This design comes from an exercise in tuning for small area and a short achievable clock period on the open sky130 flow, not from production work.
Only the layout flow was run in this run; the RTL was not checked for function there.
Power is estimated from default activity; no workload was simulated.

===== flow/config.mk =====
export PLATFORM = sky130hd
export DESIGN_NAME = mdu_ctrl
export DESIGN_NICKNAME = mdu_ctrl
export VERILOG_FILES = /design/flow/design.v
export SDC_FILE = /design/flow/constraint.sdc
export NUM_CORES = 4
export LEC_CHECK = 0
export CAP_MARGIN = 20
export CORE_MARGIN = 2
export CORE_UTILIZATION = 70
export PLACE_DENSITY = 0.8
export SLEW_MARGIN = 20

===== flow/constraint.sdc =====
create_clock -name core_clock -period 110.0 [get_ports {clk}]
set_input_delay 22.0000 -clock core_clock [delete_from_list [all_inputs] [get_ports {clk}]]
set_output_delay 22.0000 -clock core_clock [all_outputs]
set_load 0.01 [all_outputs]

===== flow/design.v =====
module mdu_ctrl #(
  parameter int MULT_CYCLES = 5,
  parameter int DIV_CYCLES  = 10
) (
  input  logic        clk,
  input  logic        reset,
  input  logic        start,
  input  logic [2:0]  md_op,
  input  logic [31:0] rs_val,
  input  logic [31:0] rt_val,
  input  logic        md_use,
  output logic        busy,
  output logic        stall,
  output logic [31:0] hi,
  output logic [31:0] lo
);
  logic [3:0]  cnt;
  logic        is_div, sgn_r, a_neg_r, s_q_r, dcin_r, dz_r, e_r, bprev_r;
  logic [32:0] acc;     
  logic [31:0] breg;    
  logic [32:0] mreg;    
  wire op_mul   = (md_op[2:1] == 2'b00);
  wire op_div   = (md_op[2:1] == 2'b01);
  wire op_sgn   = ~md_op[0];
  wire go_mul   = start & ~busy & op_mul;
  wire go_div   = start & ~busy & op_div;
  wire fin_mul  = busy & ~is_div & (cnt == 4'd5);
  wire fin_div  = busy &  is_div & (cnt == 4'd10);
  wire a_neg_in = op_sgn & rs_val[31];
  wire d_neg_in = op_sgn & rt_val[31];
  wire s_q_in   = a_neg_in ^ d_neg_in;
  wire [31:0] n_in = rs_val ^ {32{a_neg_in}};
  wire [32:0] m_eff = busy ? mreg : {op_sgn & rt_val[31], rt_val ^ {32{op_div & ~d_neg_in}}};
  wire [31:0] bsrc  = busy ? breg : rs_val;
  wire [34:0] mx1 = {m_eff[32], m_eff[32], m_eff};
  wire [34:0] mx2 = {m_eff[32], m_eff, 1'b0};
  wire [2:0]  dg [3];
  wire [34:0] ma [3];
  wire [34:0] ms [3];
  assign dg[0] = {bsrc[1], bsrc[0], busy & bprev_r};
  assign dg[1] = fin_mul ? {sgn_r & bsrc[1], sgn_r & bsrc[1], bsrc[1]} : {bsrc[3], bsrc[2], bsrc[1]};
  assign dg[2] = {bsrc[5], bsrc[4], bsrc[3]};
  assign ma[0] = {acc[32], acc[32], acc};
  assign ma[1] = {{2{ms[0][34]}}, ms[0][34:2]};
  assign ma[2] = {{2{ms[1][34]}}, ms[1][34:2]};
  for (genvar r = 0; r < 3; r++) begin : mrow
    wire onex = dg[r][1] ^ dg[r][0];
    wire twox = (dg[r][2] & ~dg[r][1] & ~dg[r][0]) | (~dg[r][2] & dg[r][1] & dg[r][0]);
    wire [34:0] pp = ((mx1 & {35{onex}}) | (mx2 & {35{twox}})) ^ {35{dg[r][2]}};
    wire co;
    mdu_rca #(.W(35)) add (.a(ma[r]), .b(pp), .ci(dg[r][2]), .s(ms[r]), .co(co));
  end
  wire [31:0] dr [4];       
  wire        de [4];       
  wire        qb [3];
  assign dr[0] = acc[31:0];
  assign de[0] = e_r;
  for (genvar r = 0; r < 3; r++) begin : drow
    wire [31:0] da = {dr[r][30:0], breg[31-r]};
    wire [31:0] ds;
    wire        co;
    mdu_rca #(.W(32)) sub (.a(da), .b(mreg[31:0]), .ci(dcin_r), .s(ds), .co(co));
    wire ok = dr[r][31] | co;
    assign dr[r+1] = ok ? ds : da;
    assign de[r+1] = (de[r] & breg[31-r]) | (~ok & (&ds));
    assign qb[r]   = ok ^ s_q_r;
  end
  wire [3:0] dm     = d_neg_in ? (4'd0 - rt_val[3:0]) : rt_val[3:0];
  wire       dsmall = (d_neg_in ? (&rt_val[31:4]) : ~(|rt_val[31:4])) & (|rt_val[3:0]);
  wire [4:0] nr0 = {4'd0, n_in[31]};
  wire       nq2 = dsmall & (nr0 >= {1'b0, dm});
  wire [4:0] nr1 = {(nq2 ? nr0[3:0] - dm : nr0[3:0]), n_in[30]};
  wire       nq1 = dsmall & (nr1 >= {1'b0, dm});
  wire [4:0] nr2 = {(nq1 ? nr1[3:0] - dm : nr1[3:0]), n_in[29]};
  wire       nq0 = dsmall & (nr2 >= {1'b0, dm});
  wire [3:0] nr  = nq0 ? nr2[3:0] - dm : nr2[3:0];
  wire       ne  = dsmall & (nr == dm - 4'd1);
  wire [31:0] lo_pre = {breg[29:0], qb[0], qb[1]};
  wire        inc    = s_q_r ^ (a_neg_r & de[2]);
  wire [31:0] lo_div = lo_pre + {31'd0, inc};
  wire [31:0] hi_div = (dr[2] ^ {32{a_neg_r}}) & ~{32{a_neg_r & de[2]}};
  always_ff @(posedge clk) begin
    if (reset) begin
      busy   <= 1'b0;
      cnt    <= 4'd0;
      is_div <= 1'b0;
      acc    <= 33'd0;
      hi     <= 32'd0;
      lo     <= 32'd0;
    end else begin
      if (go_mul | go_div) begin
        busy   <= 1'b1;
        cnt    <= 4'd1;
        is_div <= op_div;
      end else if (fin_mul | fin_div) begin
        busy   <= 1'b0;
      end else if (busy) begin
        cnt    <= cnt + 4'd1;
      end
      if (go_mul || (busy && !is_div && !fin_mul))
        acc <= ms[2][34:2];
      else if (go_div)
        acc <= {29'd0, nr};
      else if (busy && is_div && !fin_div)
        acc <= {1'b0, dr[3]};
      else
        acc <= 33'd0;
      if (fin_mul) begin
        hi <= ms[1][31:0];
        lo <= {ms[0][1:0], breg[31:2]};
      end else if (fin_div) begin
        if (!dz_r) begin
          hi <= hi_div;
          lo <= lo_div;
        end
      end else if (start && !busy && md_op == 3'b100) begin
        hi <= rs_val;
      end else if (start && !busy && md_op == 3'b101) begin
        lo <= rs_val;
      end
    end
  end
  always_ff @(posedge clk) begin
    if (!busy) begin
      mreg    <= m_eff;
      sgn_r   <= op_sgn;
      a_neg_r <= a_neg_in;
      s_q_r   <= s_q_in;
      dcin_r  <= ~d_neg_in;
      dz_r    <= (rt_val == 32'd0);
      e_r     <= ne;
    end else begin
      e_r     <= de[3];
    end
    if (is_div & busy)
      breg <= {breg[28:0], qb[0], qb[1], qb[2]};
    else if (busy)
      breg <= {ms[2][1:0], ms[1][1:0], ms[0][1:0], breg[31:6]};
    else if (op_div)
      breg <= {n_in[28:0], nq2 ^ s_q_in, nq1 ^ s_q_in, nq0 ^ s_q_in};
    else
      breg <= {ms[2][1:0], ms[1][1:0], ms[0][1:0], rs_val[31:6]};
    bprev_r <= bsrc[5];
  end
  assign stall = md_use & (start | busy);
endmodule
module mdu_rca #(
  parameter int W = 32
) (
  input  logic [W-1:0] a,
  input  logic [W-1:0] b,
  input  logic         ci,
  output logic [W-1:0] s,
  output logic         co
);
  for (genvar j = 0; j < W; j++) begin : bit_
    wire cin;
    wire cout;
    if (j == 0) begin : first
      assign cin = ci;
    end else begin : rest
      assign cin = bit_[j-1].cout;
    end
    assign s[j] = a[j] ^ b[j] ^ cin;
    assign cout = (a[j] & b[j]) | (a[j] & cin) | (b[j] & cin);
  end
  assign co = bit_[W-1].cout;
endmodule

===== flow/run.sh =====
#!/bin/bash
# synth_recipe.tcl (not shown) runs the flow's synth.tcl, then flattens the netlist and writes it again
# the make line also repeats each setting of config.mk as NAME=value (left out here)
make -C /OpenROAD-flow-scripts/flow DESIGN_CONFIG=/design/flow/config.mk WORK_HOME=/design/flow/orfs CLKGATE_MAP_FILE= SYNTH_SCRIPT=/design/flow/synth_recipe.tcl finish

==> summary.txt <==
==> routing by layer <==
layer	vias up	part of all wire	global-route usage
met2	1352	0.43	0.6793
met1	8128	0.36	0.6078
met3	251	0.16	0.1525
met5	-	0.00018	0
met4	2	0.052	0.1910
li1	7394	-	-
==> layout by cell type (no fill, tap or decap), types with 5 or more instances in the layout <==
master | Yosys | final
nor2_1 | 221 | 219
mux2_2 | 7 | 7
edfxtp_1 | 38 | 38
inv_1 | 213 | 212
and2_1 | 6 | 5
o211ai_1 | 30 | 30
xor2_1 | 28 | 28
nand2b_1 | 11 | 11
o21ai_0 | 174 | 174
fa_1 | 197 | 197
inv_12 | 0 | 6
xnor2_1 | 182 | 181
nand2_1 | 105 | 103
or2_2 | 5 | 5
buf_4 | 1 | 30
a31oi_1 | 35 | 35
nor3_1 | 42 | 41
clkbuf_16 | 0 | 17
ha_1 | 16 | 16
mux2i_1 | 63 | 60
a21oi_1 | 120 | 115
nor4_1 | 21 | 21
clkdlybuf4s50_1 | 0 | 135
nand4_1 | 27 | 27
o22ai_1 | 99 | 99
and3_1 | 9 | 9
a211oi_1 | 57 | 57
dfxtp_1 | 137 | 136
nand3_1 | 27 | 27
o221ai_1 | 28 | 28
==> state kept, by name, indices dropped and copies added (netlist names) <==
signal   cells
lo          32
hi          32
dz_r         1
is_div       1
breg        32
busy         1
sgn_r        1
bprev_r      1
cnt          4
s_q_r        1
mreg        33
e_r          1
acc         33
a_neg_r      1
dcin_r       1
==> how the worst min path moves through the flow <==
stage	from	to	slack [ns]
2_1_floorplan	lo[0]	lo[0]	0.48
3_3_place_gp	lo[1]	lo[1]	0.44
3_5_place_dp	lo[1]	lo[1]	0.45
4_1_cts	lo[1]	lo[1]	0.46
5_1_grt	lo[1]	lo[1]	0.49
6_report	lo[1]	lo[1]	0.46
==> cell type report <==
class | instances | area share
multi-input cells | 1581 | 0.6329
flip-flops and latches | 175 | 0.1935
repair buffers | 168 | 0.08113
inverters | 214 | 0.04000
clock buffers | 17 | 0.02119
well taps | 330 | 0.02056
clock inverters | 15 | 0.01066
diodes | 1 | 0.0001246
==> worst max-delay path, cell delays in order <==
cell and delay, ns:
clkdlybuf4s50_1 0.56, o21a_1 0.15, clkdlybuf4s50_1 0.53
==> power groups by stage <==
stage               registers, mW  logic [mW]  clock network, mW
global placement           0.0884       0.458                  0
CTS                        0.0874       0.477             0.0668
detailed placement         0.0888       0.470                  0
global route               0.0889       0.535             0.0689
finish                     0.0878       0.492             0.0674
floorplan                  0.0840       0.326                  0
==> per-stage QoR <==
stage / utilization / hold WS [ns] / setup slack, ns
after floorplan: - / 0.4762 / 65.82
after global placement: 0.7720 / 0.4427 / 64.82
after detailed placement: 0.7720 / 0.4477 / 64.80
after CTS: 0.7975 / 0.4582 / 64.79
after global routing: 0.7996 / 0.4879 / 64.77
final: 0.7997 / 0.4612 / 64.76
==> kinds of logic (layout without fill, tap and decap cells) <==
group | after synthesis | in the layout | share of synthesized area
XOR/XNOR | 211 | 211 | 0.1038
AND/OR/NAND/NOR | 507 | 507 | 0.1313
adder cells (fa/ha/maj) | 213 | 213 | 0.2318
other | 0 | 1 | 0
AO/OA/AOI/OAI | 580 | 580 | 0.1981
multiplexers | 70 | 70 | 0.03968
buffers and inverters | 367 | 414 | 0.07817
flip-flops | 175 | 175 | 0.2172
==> summary.txt <==
- Status: complete, no violations
- R2r endpoint: e_r
- Final Cell Area: 20080 um^2
- Vias in the first global route: between 15000 and 20000
- Fin cells: between 2000 and 3000
- Synth-to-Final Area Change: 12.31%
- Avg Inst Size Synth: between 8 and 9 um^2
- Clock skew: approximately 0.016 ns
- Switching Fraction: 0.5363
- Worst Setup Start Kind: input pin
- Ys flop type: dfxtp_1
- Die Wd: about 160 um
- DR WL/cell: 23.89 um
- Hold WC Path Type: register to register
- Final Setup Violations: 0
- Total power: 0.6474 mW
- PortBufs: 136
- Measured slew at the worst slew-check pin: around 1.1 ns
- Share of the synthesized area in the top cell type: 0.2206
- Min Clock Period, post-route: about 45 ns
- Clock Power Share: 0.104
- First-pass GRT wire length: between 90000 and 100000 um
- Unique masters post-synth: 70
- Flop pwr share: 0.136
- Vias post-DR: 17130
- Main area contributors after synthesis: fa_1 (22%), dfxtp_1 (15%), xnor2_1 (8.9%)
- Post-Syn Nets: ~2400
- Hold Path Stages: 2
- Internal power: 0.3002 mW
- H-Tree Depth: 4
- Post-synthesis cell area: 17880 um^2
- Antenna violations before repair: 1
- CP arrival: about 23 ns
- Switch Pwr: around 0.35 mW
- Setup TNS: 0 ns
- GPL Wtd Cong: 1.042
- Reg2Reg Setup Slack: about 67 ns
- Fin. Hold Viols: 0
- Gr usage total: 0.4546
- Cts bufs inserted: 17
- RSZ-0062 raised after global routing: false
- Post-synth EDFFs: 38
- Yosys warns: 1
- Number of post-CTS setup repair buffers: 0
- Maxcap violations: 0
- Nets@finish: roughly 2400
- Pwr dens: approximately 32 nW/um^2
- Part of the cycle the worst path needs: 0.4112
- Most common cell in the netlist: nor2_1
- Largest net degree at the start of global routing: just under 80
- CP Capture Type: output pin
- Die Y-Extent: about 160 um
- Area post-placement: a little under 20000 um^2
- Lkg Pwr: 7.402 nW
- # DRC: 0
- Register area: 3885 um^2
- Detailed Route WL: ~60000 um
- R2R cell count: 109
- Post-synthesis sequential area ratio: 0.2172
- CP Launch Point: start
- Clock sink count: 175
- First-pass DRT Iterations: 10
- Synthesis-stage register bit count: roughly 180
- Top cells by count, synth: nor2_1 (221), inv_1 (213), fa_1 (197)
- CP endpoint: stall
- Crit Path Max Fanout: 5
- Cells resized by post-CTS repair: 0
- Die ar.: around 27000 um^2
- Max clock buf depth: 2
- Core Rows: between 50 and 60
- Critical Path RT: ~88 ns
- Clock Latency Late Sink: around 0.46 ns
- DR iter-0 viols: between 2000 and 2500
- Total gr overflow: 0
- Slew Viols, Final: 0
- Fraction of registers with async set/reset: 0
- Vias per cell: roughly 7
- Power share of the combinational group: 0.760
- Dpl hpwl: about 44000 um
- Initial core utilization: 0.7120
- Hold_buf cts: 0
- Setup Crit Path Kind: input pin to output pin
- Cells after synthesis: around 2100
- Post-synth top area cell: fa_1
- Root Buffer: clkbuf_16
- Reg2Reg Launch Point: breg[31]
- Fillers: ~1800
- Antenna-violating nets left: 0
- Multi-input gate area: 12710 um^2
- Peak VDD IR: ~0.035 mV
- Ports: approximately 140
- Reg clk slew, reported paths: approximately 0.080 ns
- Relative slew margins: 0.2502
- Max Fclk: between 20 and 25 MHz
- Core ar.: around 25000 um^2
- Placed Instances: approximately 2500
- CTS tree: done
- Layout cells sized above 1: 0.05253

[separate check: timing with driven ports]
The results above use ideal ports. As a check the final layout listed here was re-extracted and re-timed, cells and wires unchanged. Step 1, drivers: a clkbuf_16 drives clk and a buf_2 each remaining input, both assumed. Step 2, shift: input delay + t, output delay - t, t = (earliest + latest rising clock arrival at the registers) / 2. This alone moves slack from input paths to output paths. Three values: no drivers, after step 1, after step 2; two values: the first two.
t, ns: 0.506
setup WS [ns]: 64.765 / 64.726 / 64.726
hold WS [ns]: 0.461 / 0.461 / 0.461
After both steps this run still meets setup and hold. The setup slack of this run moves by -0.039 ns with the drivers and by -0.039 ns with both steps.
